Context: an optimization exercise on an open-source flow, tuned for small area, a short achievable clock period and few clock cycles. The choices shown serve that exercise and are no tape-out recipe.
In this exercise RTL edits were held to simulation tests only and were not proved equivalent to the original.
Power is estimated from default activity; no workload was simulated.

**flow/constraint.sdc**
```tcl
create_clock -name core_clock -period 10.0 [get_ports {clk}]
set_input_delay 2.0000 -clock core_clock [delete_from_list [all_inputs] [get_ports {clk}]]
set_output_delay 2.0000 -clock core_clock [all_outputs]
set_load 0.01 [all_outputs]
```
**flow/config.mk**
```make
export PLATFORM = sky130hd
export DESIGN_NAME = exec_unit_mc
export DESIGN_NICKNAME = exec_unit_mc
export VERILOG_FILES = /design/flow/design.v
export SDC_FILE = /design/flow/constraint.sdc
export NUM_CORES = 4
export LEC_CHECK = 0
export CAP_MARGIN = 20
export CORE_MARGIN = 2
export CORE_UTILIZATION = 40
export SLEW_MARGIN = 20
```
**flow/design.v**
```verilog
package exec_pkg;
  typedef logic [7:0] op_t;
  localparam op_t IS_ADD    = 8'h00;
  localparam op_t IS_SUB    = 8'h01;
  localparam op_t IS_AND    = 8'h02;
  localparam op_t IS_OR     = 8'h03;
  localparam op_t IS_XOR    = 8'h04;
  localparam op_t IS_SLL    = 8'h05;
  localparam op_t IS_SRL    = 8'h06;
  localparam op_t IS_SRA    = 8'h07;
  localparam op_t IS_SLT    = 8'h08;
  localparam op_t IS_SLTU   = 8'h09;
  localparam op_t IS_ADDI   = 8'h10;
  localparam op_t IS_ANDI   = 8'h11;
  localparam op_t IS_ORI    = 8'h12;
  localparam op_t IS_XORI   = 8'h13;
  localparam op_t IS_SLLI   = 8'h14;
  localparam op_t IS_SRLI   = 8'h15;
  localparam op_t IS_SRAI   = 8'h16;
  localparam op_t IS_SLTI   = 8'h17;
  localparam op_t IS_SLTIU  = 8'h18;
  localparam op_t IS_LUI    = 8'h20;
  localparam op_t IS_AUIPC  = 8'h21;
  localparam op_t IS_JAL    = 8'h22;
  localparam op_t IS_JALR   = 8'h23;
  localparam op_t IS_LOAD   = 8'h24;
  localparam op_t IS_BEQ    = 8'h30;
  localparam op_t IS_BNE    = 8'h31;
  localparam op_t IS_BLT    = 8'h32;
  localparam op_t IS_BGE    = 8'h33;
  localparam op_t IS_BLTU   = 8'h34;
  localparam op_t IS_BGEU   = 8'h35;
  localparam op_t IS_MUL    = 8'h40;
  localparam op_t IS_MULH   = 8'h41;
  localparam op_t IS_MULHSU = 8'h42;
  localparam op_t IS_MULHU  = 8'h43;
  localparam op_t IS_DIV    = 8'h44;
  localparam op_t IS_DIVU   = 8'h45;
  localparam op_t IS_REM    = 8'h46;
  localparam op_t IS_REMU   = 8'h47;
  typedef enum logic [1:0] {StIdle, StBusy, StDone} state_e;
endpackage
module muldiv_iter #(
  parameter int unsigned WIDTH    = 32,
  parameter int unsigned MUL_STEP = 2
) (
  input  logic             clk,
  input  logic             reset,
  input  logic             flush,
  input  logic             start,
  input  exec_pkg::op_t    op,
  input  logic [WIDTH-1:0] a,
  input  logic [WIDTH-1:0] b,
  output logic             busy,
  output logic             done,
  output logic [WIDTH-1:0] result
);
  localparam int unsigned MulSteps = WIDTH / MUL_STEP;
  localparam int unsigned CntW     = $clog2(WIDTH + 1);
  localparam int unsigned W2       = 2 * WIDTH;
  logic            busy_q, busy_d, is_div_q, is_div_d, sel_hi_q, sel_hi_d;
  logic            want_rem_q, want_rem_d, neg_q, neg_d, rem_neg_q, rem_neg_d;
  logic [CntW-1:0] cnt_q, cnt_d;
  logic [W2-1:0]    acc_q, acc_d, mcand_q, mcand_d;
  logic [WIDTH-1:0] opb_q, opb_d;
  logic             a_neg, b_neg;
  logic [WIDTH-1:0] abs_a, abs_b;
  logic [W2-1:0]    mul_sum, acc_mul, prod_fix, acc_div;
  logic [WIDTH:0]   rem_sh, diff;
  logic             div_ge, op_div;
  assign op_div = (op == exec_pkg::IS_DIV) || (op == exec_pkg::IS_DIVU) || (op == exec_pkg::IS_REM) || (op == exec_pkg::IS_REMU);
  assign a_neg = a[WIDTH-1] && ((op == exec_pkg::IS_MUL) || (op == exec_pkg::IS_MULH) || (op == exec_pkg::IS_MULHSU) ||
                                 (op == exec_pkg::IS_DIV) || (op == exec_pkg::IS_REM));
  assign b_neg = b[WIDTH-1] && ((op == exec_pkg::IS_MUL) || (op == exec_pkg::IS_MULH) || (op == exec_pkg::IS_DIV) || (op == exec_pkg::IS_REM));
  assign abs_a = a_neg ? -a : a;
  assign abs_b = b_neg ? -b : b;
  always_comb begin
    mul_sum = '0;
    for (int i = 0; i < int'(MUL_STEP); i++) begin
      if (opb_q[i]) mul_sum = mul_sum + (mcand_q << i);
    end
    acc_mul  = acc_q + mul_sum;
    prod_fix = neg_q ? -acc_mul : acc_mul;
    rem_sh   = {acc_q[W2-1:WIDTH], acc_q[WIDTH-1]};
    diff     = rem_sh - {1'b0, opb_q};
    div_ge   = !diff[WIDTH];
    acc_div  = {(div_ge ? diff[WIDTH-1:0] : rem_sh[WIDTH-1:0]), acc_q[WIDTH-2:0], div_ge};
  end
  assign busy = busy_q;
  assign done = busy_q && (is_div_q ? (cnt_q == CntW'(WIDTH)) : (cnt_q == CntW'(MulSteps - 1)));
  always_comb begin
    if (is_div_q) begin
      if (want_rem_q) result = rem_neg_q ? -acc_q[W2-1:WIDTH] : acc_q[W2-1:WIDTH];
      else            result = neg_q ? -acc_q[WIDTH-1:0] : acc_q[WIDTH-1:0];
    end else begin
      result = sel_hi_q ? prod_fix[W2-1:WIDTH] : prod_fix[WIDTH-1:0];
    end
  end
  always_comb begin
    busy_d = busy_q;  is_div_d = is_div_q;  sel_hi_d = sel_hi_q;  want_rem_d = want_rem_q;
    neg_d = neg_q;    rem_neg_d = rem_neg_q; cnt_d = cnt_q;
    acc_d = acc_q;    mcand_d = mcand_q;    opb_d = opb_q;
    if (flush) begin
      busy_d = 1'b0;
      cnt_d  = '0;
    end else if (start && !busy_q) begin
      busy_d     = 1'b1;
      cnt_d      = '0;
      is_div_d   = op_div;
      sel_hi_d   = (op != exec_pkg::IS_MUL);
      want_rem_d = (op == exec_pkg::IS_REM) || (op == exec_pkg::IS_REMU);
      neg_d      = a_neg ^ b_neg;
      rem_neg_d  = a_neg;
      opb_d      = abs_b;
      mcand_d    = {{WIDTH{1'b0}}, abs_a};
      acc_d      = op_div ? {{WIDTH{1'b0}}, abs_a} : '0;
    end else if (busy_q) begin
      if (done) begin
        busy_d = 1'b0;
        cnt_d  = '0;
      end else begin
        cnt_d = cnt_q + 1'b1;
      end
      if (is_div_q) begin
        if (cnt_q != CntW'(WIDTH)) acc_d = acc_div;   
      end else begin
        acc_d   = acc_mul;
        mcand_d = mcand_q << MUL_STEP;
        opb_d   = opb_q >> MUL_STEP;
      end
    end
  end
  always_ff @(posedge clk) begin
    if (reset) begin
      busy_q <= 1'b0;  is_div_q <= 1'b0;  sel_hi_q <= 1'b0;  want_rem_q <= 1'b0;
      neg_q  <= 1'b0;  rem_neg_q <= 1'b0; cnt_q <= '0;
      acc_q  <= '0;    mcand_q <= '0;     opb_q <= '0;
    end else begin
      busy_q <= busy_d;  is_div_q <= is_div_d;   sel_hi_q <= sel_hi_d;  want_rem_q <= want_rem_d;
      neg_q  <= neg_d;   rem_neg_q <= rem_neg_d; cnt_q <= cnt_d;
      acc_q  <= acc_d;   mcand_q <= mcand_d;     opb_q <= opb_d;
    end
  end
endmodule
module exec_unit_mc #(
  parameter int unsigned WIDTH            = 32,
  parameter int unsigned INSTR_TYPE_WIDTH = 8,
  parameter int unsigned MUL_STEP         = 2,
  parameter int unsigned TAG_WIDTH        = 5
) (
  input  logic                        clk,
  input  logic                        reset,
  input  logic                        flush,
  input  logic                        in_valid,
  output logic                        in_ready,
  input  logic [INSTR_TYPE_WIDTH-1:0] instr_type,
  input  logic [WIDTH-1:0]            pc,
  input  logic [WIDTH-1:0]            rs1,
  input  logic [WIDTH-1:0]            rs2,
  input  logic [WIDTH-1:0]            imm,
  input  logic [TAG_WIDTH-1:0]        in_tag,
  output logic                        out_valid,
  input  logic                        out_ready,
  output logic [WIDTH-1:0]            result,
  output logic                        is_taken,
  output logic [TAG_WIDTH-1:0]        out_tag
);
  localparam int unsigned ShW = $clog2(WIDTH);
  localparam logic [WIDTH-1:0] MinVal = {1'b1, {(WIDTH - 1){1'b0}}};
  exec_pkg::state_e     state_q, state_d;
  logic [WIDTH-1:0]     result_q, result_d, alu_res, jalr_sum;
  logic                 taken_q, taken_d, alu_taken;
  logic [TAG_WIDTH-1:0] tag_q, tag_d;
  logic [INSTR_TYPE_WIDTH-1:0] code_raw;
  exec_pkg::op_t        code;
  logic                 op_div, op_mul, accept, div_zero, div_ovf, div_special, go_multi;
  logic                 md_busy, md_done;
  logic [WIDTH-1:0]     md_result;
  assign code_raw = instr_type;
  assign code     = code_raw;
  assign jalr_sum = rs1 + imm;
  assign div_zero    = (rs2 == '0);
  assign div_ovf     = (rs1 == MinVal) && (rs2 == '1);
  assign op_div      = (code == exec_pkg::IS_DIV) || (code == exec_pkg::IS_DIVU) || (code == exec_pkg::IS_REM) || (code == exec_pkg::IS_REMU);
  assign op_mul      = (code == exec_pkg::IS_MUL) || (code == exec_pkg::IS_MULH) || (code == exec_pkg::IS_MULHSU) ||
                       (code == exec_pkg::IS_MULHU);
  assign div_special = op_div &&
                       (div_zero || (div_ovf && ((code == exec_pkg::IS_DIV) || (code == exec_pkg::IS_REM))));
  assign go_multi    = (op_div || op_mul) && !div_special;
  always_comb begin
    alu_res   = '0;
    alu_taken = 1'b0;
    case (code)
      exec_pkg::IS_ADD:   alu_res = rs1 + rs2;
      exec_pkg::IS_SUB:   alu_res = rs1 - rs2;
      exec_pkg::IS_AND:   alu_res = rs1 & rs2;
      exec_pkg::IS_OR:    alu_res = rs1 | rs2;
      exec_pkg::IS_XOR:   alu_res = rs1 ^ rs2;
      exec_pkg::IS_SLL:   alu_res = rs1 << rs2[ShW-1:0];
      exec_pkg::IS_SRL:   alu_res = rs1 >> rs2[ShW-1:0];
      exec_pkg::IS_SRA:   alu_res = $signed(rs1) >>> rs2[ShW-1:0];
      exec_pkg::IS_SLT:   alu_res = WIDTH'($signed(rs1) < $signed(rs2));
      exec_pkg::IS_SLTU:  alu_res = WIDTH'(rs1 < rs2);
      exec_pkg::IS_ADDI:  alu_res = rs1 + imm;
      exec_pkg::IS_ANDI:  alu_res = rs1 & imm;
      exec_pkg::IS_ORI:   alu_res = rs1 | imm;
      exec_pkg::IS_XORI:  alu_res = rs1 ^ imm;
      exec_pkg::IS_SLLI:  alu_res = rs1 << imm[ShW-1:0];
      exec_pkg::IS_SRLI:  alu_res = rs1 >> imm[ShW-1:0];
      exec_pkg::IS_SRAI:  alu_res = $signed(rs1) >>> imm[ShW-1:0];
      exec_pkg::IS_SLTI:  alu_res = WIDTH'($signed(rs1) < $signed(imm));
      exec_pkg::IS_SLTIU: alu_res = WIDTH'(rs1 < imm);
      exec_pkg::IS_LUI:   alu_res = imm;
      exec_pkg::IS_AUIPC: alu_res = pc + imm;
      exec_pkg::IS_LOAD:  alu_res = jalr_sum;
      exec_pkg::IS_JAL:  begin alu_res = pc + imm;                    alu_taken = 1'b1; end
      exec_pkg::IS_JALR: begin alu_res = {jalr_sum[WIDTH-1:1], 1'b0}; alu_taken = 1'b1; end
      exec_pkg::IS_BEQ:  begin alu_res = pc + imm; alu_taken = (rs1 == rs2); end
      exec_pkg::IS_BNE:  begin alu_res = pc + imm; alu_taken = (rs1 != rs2); end
      exec_pkg::IS_BLT:  begin alu_res = pc + imm; alu_taken = ($signed(rs1) < $signed(rs2)); end
      exec_pkg::IS_BGE:  begin alu_res = pc + imm; alu_taken = ($signed(rs1) >= $signed(rs2)); end
      exec_pkg::IS_BLTU: begin alu_res = pc + imm; alu_taken = (rs1 < rs2); end
      exec_pkg::IS_BGEU: begin alu_res = pc + imm; alu_taken = (rs1 >= rs2); end
      exec_pkg::IS_DIV:   alu_res = div_zero ? '1 : MinVal;
      exec_pkg::IS_DIVU:  alu_res = '1;
      exec_pkg::IS_REM:   alu_res = div_zero ? rs1 : '0;
      exec_pkg::IS_REMU:  alu_res = rs1;
      default:  alu_res = '0;
    endcase
  end
  assign in_ready = (state_q == exec_pkg::StIdle) || ((state_q == exec_pkg::StDone) && out_ready);
  assign accept   = in_valid && in_ready && !flush;
  muldiv_iter #(
    .WIDTH    (WIDTH),
    .MUL_STEP (MUL_STEP)
  ) u_muldiv (
    .clk    (clk),
    .reset  (reset),
    .flush  (flush),
    .start  (accept && go_multi),
    .op     (code),
    .a      (rs1),
    .b      (rs2),
    .busy   (md_busy),
    .done   (md_done),
    .result (md_result)
  );
  always_comb begin
    state_d  = state_q;
    result_d = result_q;
    taken_d  = taken_q;
    tag_d    = tag_q;
    if (flush) begin
      state_d = exec_pkg::StIdle;
    end else begin
      unique case (state_q)
        exec_pkg::StIdle, exec_pkg::StDone: begin
          if (accept) begin
            tag_d = in_tag;
            if (go_multi) begin
              state_d = exec_pkg::StBusy;
            end else begin
              state_d  = exec_pkg::StDone;
              result_d = alu_res;
              taken_d  = alu_taken;
            end
          end else if (state_q == exec_pkg::StDone && out_ready) begin
            state_d = exec_pkg::StIdle;
          end
        end
        exec_pkg::StBusy: begin
          if (md_done) begin
            state_d  = exec_pkg::StDone;
            result_d = md_result;
            taken_d  = 1'b0;
          end else if (!md_busy) begin
            state_d = exec_pkg::StIdle;   
          end
        end
        default: state_d = exec_pkg::StIdle;
      endcase
    end
  end
  always_ff @(posedge clk) begin
    if (reset) begin
      state_q  <= exec_pkg::StIdle;
      result_q <= '0;
      taken_q  <= 1'b0;
      tag_q    <= '0;
    end else begin
      state_q  <= state_d;
      result_q <= result_d;
      taken_q  <= taken_d;
      tag_q    <= tag_d;
    end
  end
  assign out_valid = (state_q == exec_pkg::StDone);
  assign result    = result_q;
  assign is_taken  = taken_q;
  assign out_tag   = tag_q;
endmodule
```
**flow/run.sh**
```bash
#!/bin/bash
# synth_recipe.tcl (not shown) runs the flow's synth.tcl, then flattens the netlist and writes it again
# the make line also repeats each setting of config.mk as NAME=value (left out here)
make -C /OpenROAD-flow-scripts/flow DESIGN_CONFIG=/design/flow/config.mk WORK_HOME=/design/flow/orfs CLKGATE_MAP_FILE= SYNTH_SCRIPT=/design/flow/synth_recipe.tcl finish
```
==> out/metrics.yaml <==
status: "timing/DRC/antenna clean"
cts_setup_buffers: 0
route.detailed.vias_per_inst: 6.903
startpoint_type: "register"
ys_ff_latch: 212
worst_slew_pin_slew_ps: 1237
nets: 6408
crit_type: "reg2reg"
setup_viol: 0
clock_latency_ps: 610
cts_max_path_buffers: 3
drc_errors: 0
ys_seq_area_share_pct: 10.29
cap_viol_max_count: 0
synth.avg_cell_area_um2: 6.858
skew_ps: 13.36
hold_viol: 0
syn_area_mm2: 0.04124
power_density_mw_per_mm2: 70.06
start_util_pct: 40.41
crit_path_end_kind: "register"
cts_tree: "built"
gp_congestion: 1.107
port_buffers: 185
slew_violations: 0
crit_arrival_ps: 9700
clkTransAtPathRegs_ps: 70
totalWireLength_mm: 231.1
hold_buffers: 0
r2r_slack_ps: 770
core_mm2: 0.1020
yosysWarnings: 2
grt_pass1_wl_mm: 327.5
wire_per_inst_um: 31.44
final_layout_size_suffix_gt1_share_pct: 7.448
rows: 117
grtUsageTotal_pct: 41.40
worst_slack_ps: 771.7
min_period_ps: 9228
hold_class: "reg2reg"
rsz0062_at_grt: "false"
antenna_found_initial: 18
syn2layout_area_growth_pct: 11.00
drt-pass1-iter-count: 12
post-place-ws_ps: 1017
max_slew_margin_pct: 16.39
netlist.area_leader.share_pct: 10.29
cts_resized: 0
power_mw: 3.207
pin_count: 186
dieHeight_um: 325.1
syn-num-nets: 6466
grt_max_degree: 75
die-area_mm2: 0.1057
synth_edf_count: 0
peakVddDrop_mv: 0.1123
fin_setup_tns_ps: 0
drt_iter0_drc: 7386
leakage_nw: 17.68
yosys.area.top_type: "dfxtp_1"
async_reset_ff_share_pct: 0
cp.required_ps: 10470
finalCritPeriodShare_pct: 92.28
cts_max_level: 1
netlist_top_cells_area: "dfxtp_1, ha_1, a21oi_1"
clock_sinks: 212
grt_pass1_vias: 45690
synthFlopType: "dfxtp_1"
fmax_mhz: 108.4
ys_types: 101
cts-root-buf: "clkbuf_16"
drtAntennaViolNets: 0
num_vias: 50750
synthCells: 6013
dpl.hpwl_mm: 180.2
crit_fanout: 45
cts_buffers: 28
gr-total-overflow: 0
die_x_um: 325.1
-- cells in the mapped netlist, types with 115 or more instances --
cell and number:
nand2_1 688, inv_1 244, mux2i_1 188, a21oi_1 580, o21ai_0 431, xor2_1 130
ha_1 300, nor2_1 499, nor3_1 117, clkbuf_1 396, dfxtp_1 212, nand3_1 170
xnor2_1 240, a21o_1 115
-- routing by layer --
layer,GRT usage [%],wire length (um)
met5,0,98
met4,29.34,20460
met3,9.482,24680
met2,63.40,97900
met1,51.11,88000
-- cell type report --
| type | count | area (um^2) |
|---|---|---|
| Fill cell | 10630 | 56260 |
| Timing Repair Buffer | 368 | 3277 |
| Clock buffer | 41 | 800.8 |
| Inverter | 246 | 923.4 |
| Sequential cell | 212 | 4255 |
| Tap cell | 1368 | 1712 |
| Clock inverter | 9 | 151.4 |
| Multi-Input combinational cell | 5099 | 34630 |
| Antenna cell | 8 | 20.02 |
-- placed cells by master, fill, tap and decap left out, types with 39 or more instances in the layout --
| cell | count |
|---|---|
| and3_1 | 44 |
| o21ai_0 | 428 |
| a31oi_1 | 62 |
| nor3_1 | 114 |
| xnor2_1 | 240 |
| o21bai_1 | 59 |
| o22ai_1 | 77 |
| mux2_2 | 42 |
| a221oi_1 | 40 |
| nand2b_1 | 56 |
| nand2_1 | 688 |
| a211oi_1 | 81 |
| ha_1 | 300 |
| nor4_1 | 49 |
| and2_1 | 77 |
| mux2i_1 | 182 |
| clkdlybuf4s50_1 | 184 |
| o21a_1 | 39 |
| o221ai_1 | 40 |
| nor2b_1 | 41 |
| inv_1 | 244 |
| mux4_2 | 57 |
| buf_4 | 178 |
| o211ai_1 | 89 |
| a21o_1 | 114 |
| xor2_1 | 128 |
| a22oi_1 | 61 |
| o31ai_1 | 61 |
| nand4_1 | 87 |
| nand3_1 | 170 |
| nor2_1 | 494 |
| a222oi_1 | 39 |
| dfxtp_1 | 207 |
| a21oi_1 | 574 |
-- power by group --
group | internal (mW) | leakage, nW | total [mW] | switching (mW)
Combinational | 0.416 | 15.5 | 1.24 | 0.828
Clock | 0.653 | 0.462 | 1.10 | 0.450
Sequential | 0.850 | 1.71 | 0.860 | 0.00917
Total | 1.92 | 17.7 | 3.21 | 1.29
-- registers in the layout, summed over array words and instances, names as in the netlist --
register / flops
u_muldiv.sel_hi_q: 1
u_muldiv.acc_q: 64
u_muldiv.want_rem_q: 1
u_muldiv.is_div_q: 1
u_muldiv.neg_q: 1
result_q: 32
u_muldiv.busy_q: 1
tag_q: 5
u_muldiv.opb_q: 32
u_muldiv.rem_neg_q: 1
state_q: 2
u_muldiv.mcand_q: 64
taken_q: 1
u_muldiv.cnt_q: 6
-- cells by family (layout without fill, tap and decap cells) --
family / after synthesis / in the layout / synth area share [%]
buffers and inverters: 702 / 664 / 6.430
other: 0 / 8 / 0
muxes: 288 / 288 / 8.878
AOI/OAI and AO/OA: 2109 / 2109 / 33.68
and+or+nand+nor: 2024 / 2024 / 23.40
xor gates and xnor gates: 370 / 370 / 7.859
adders and majority gates: 308 / 308 / 9.467
DFF: 212 / 212 / 10.29
-- critical path, stage by stage, from the launching register on --
cell       delay (ps)
dfxtp_4           660
buf_4             490
inv_1             460
o22ai_1           290
a21oi_1           150
o32a_1            450
o41ai_1          1000
nand2_1           110
nand2_1           140
a21o_1            120
a21oi_1            80
o21ai_0           270
a31oi_1           140
xnor2_1           130
mux2_2            280
ha_1              440
nand4_1           180
nor3_1            310
nand3_1           120
nor3_1            400
or3_1             260
xor2_1            140
or4b_1            620
or3_1             620
nor3_1            440
o21ai_0           150
a2111oi_0         450
nor4_1            110
-- path summary, 6_finish.rpt --
kind	startpoint	end	cells after the start
setup / recovery	u_muldiv.opb_q[0]	result_q[25]	27
hold reg to reg	u_muldiv.mcand_q[63]	u_muldiv.mcand_q[63]	2
hold / removal	u_muldiv.mcand_q[63]	u_muldiv.mcand_q[63]	2
setup reg to reg	u_muldiv.opb_q[0]	result_q[25]	27
-- stage by stage --
step	cells	instance area (um^2)	hold slack, ps	utilization, %
global route	7344	45760	494.5	44.84
floorplan	6013	41240	431.9	-
finish	7351	45770	454.0	44.86
global placement	7289	44730	440.5	43.84
detailed placement	7292	44770	444.8	43.88
CTS	7342	45730	454.1	44.81
Testbench counts, summed over its fixed seeds: cycles 33,473.

==> static timing again, ports no longer ideal <==
Ports are ideal in the flow. The routed layout listed here was re-timed in OpenROAD.
Step 1 sets driving cells, clkbuf_16 on the clock port and buf_2 on the other inputs (assumed; they add their load-dependent delay and slew).
Step 2 also shifts input and output timing later by t, the mid clock arrival at the registers, as if the neighbouring blocks saw the same clock.
Slacks: ideal / step 1 / step 2; pairs: ideal / step 1.
shift t [ns]: 0.670
setup WS [ns]: 0.772 / 0.772 / 0.772
hold slack, ns: 0.454 / 0.454 / 0.454
clock arrival spread, ns: 0.016 / 0.016
worst slew at a driven data input, ns: 0.09
After both steps setup and hold are still met in this run. For this run, drivers alone change the setup slack by 0.000 ns; drivers and shift together by 0.000 ns.
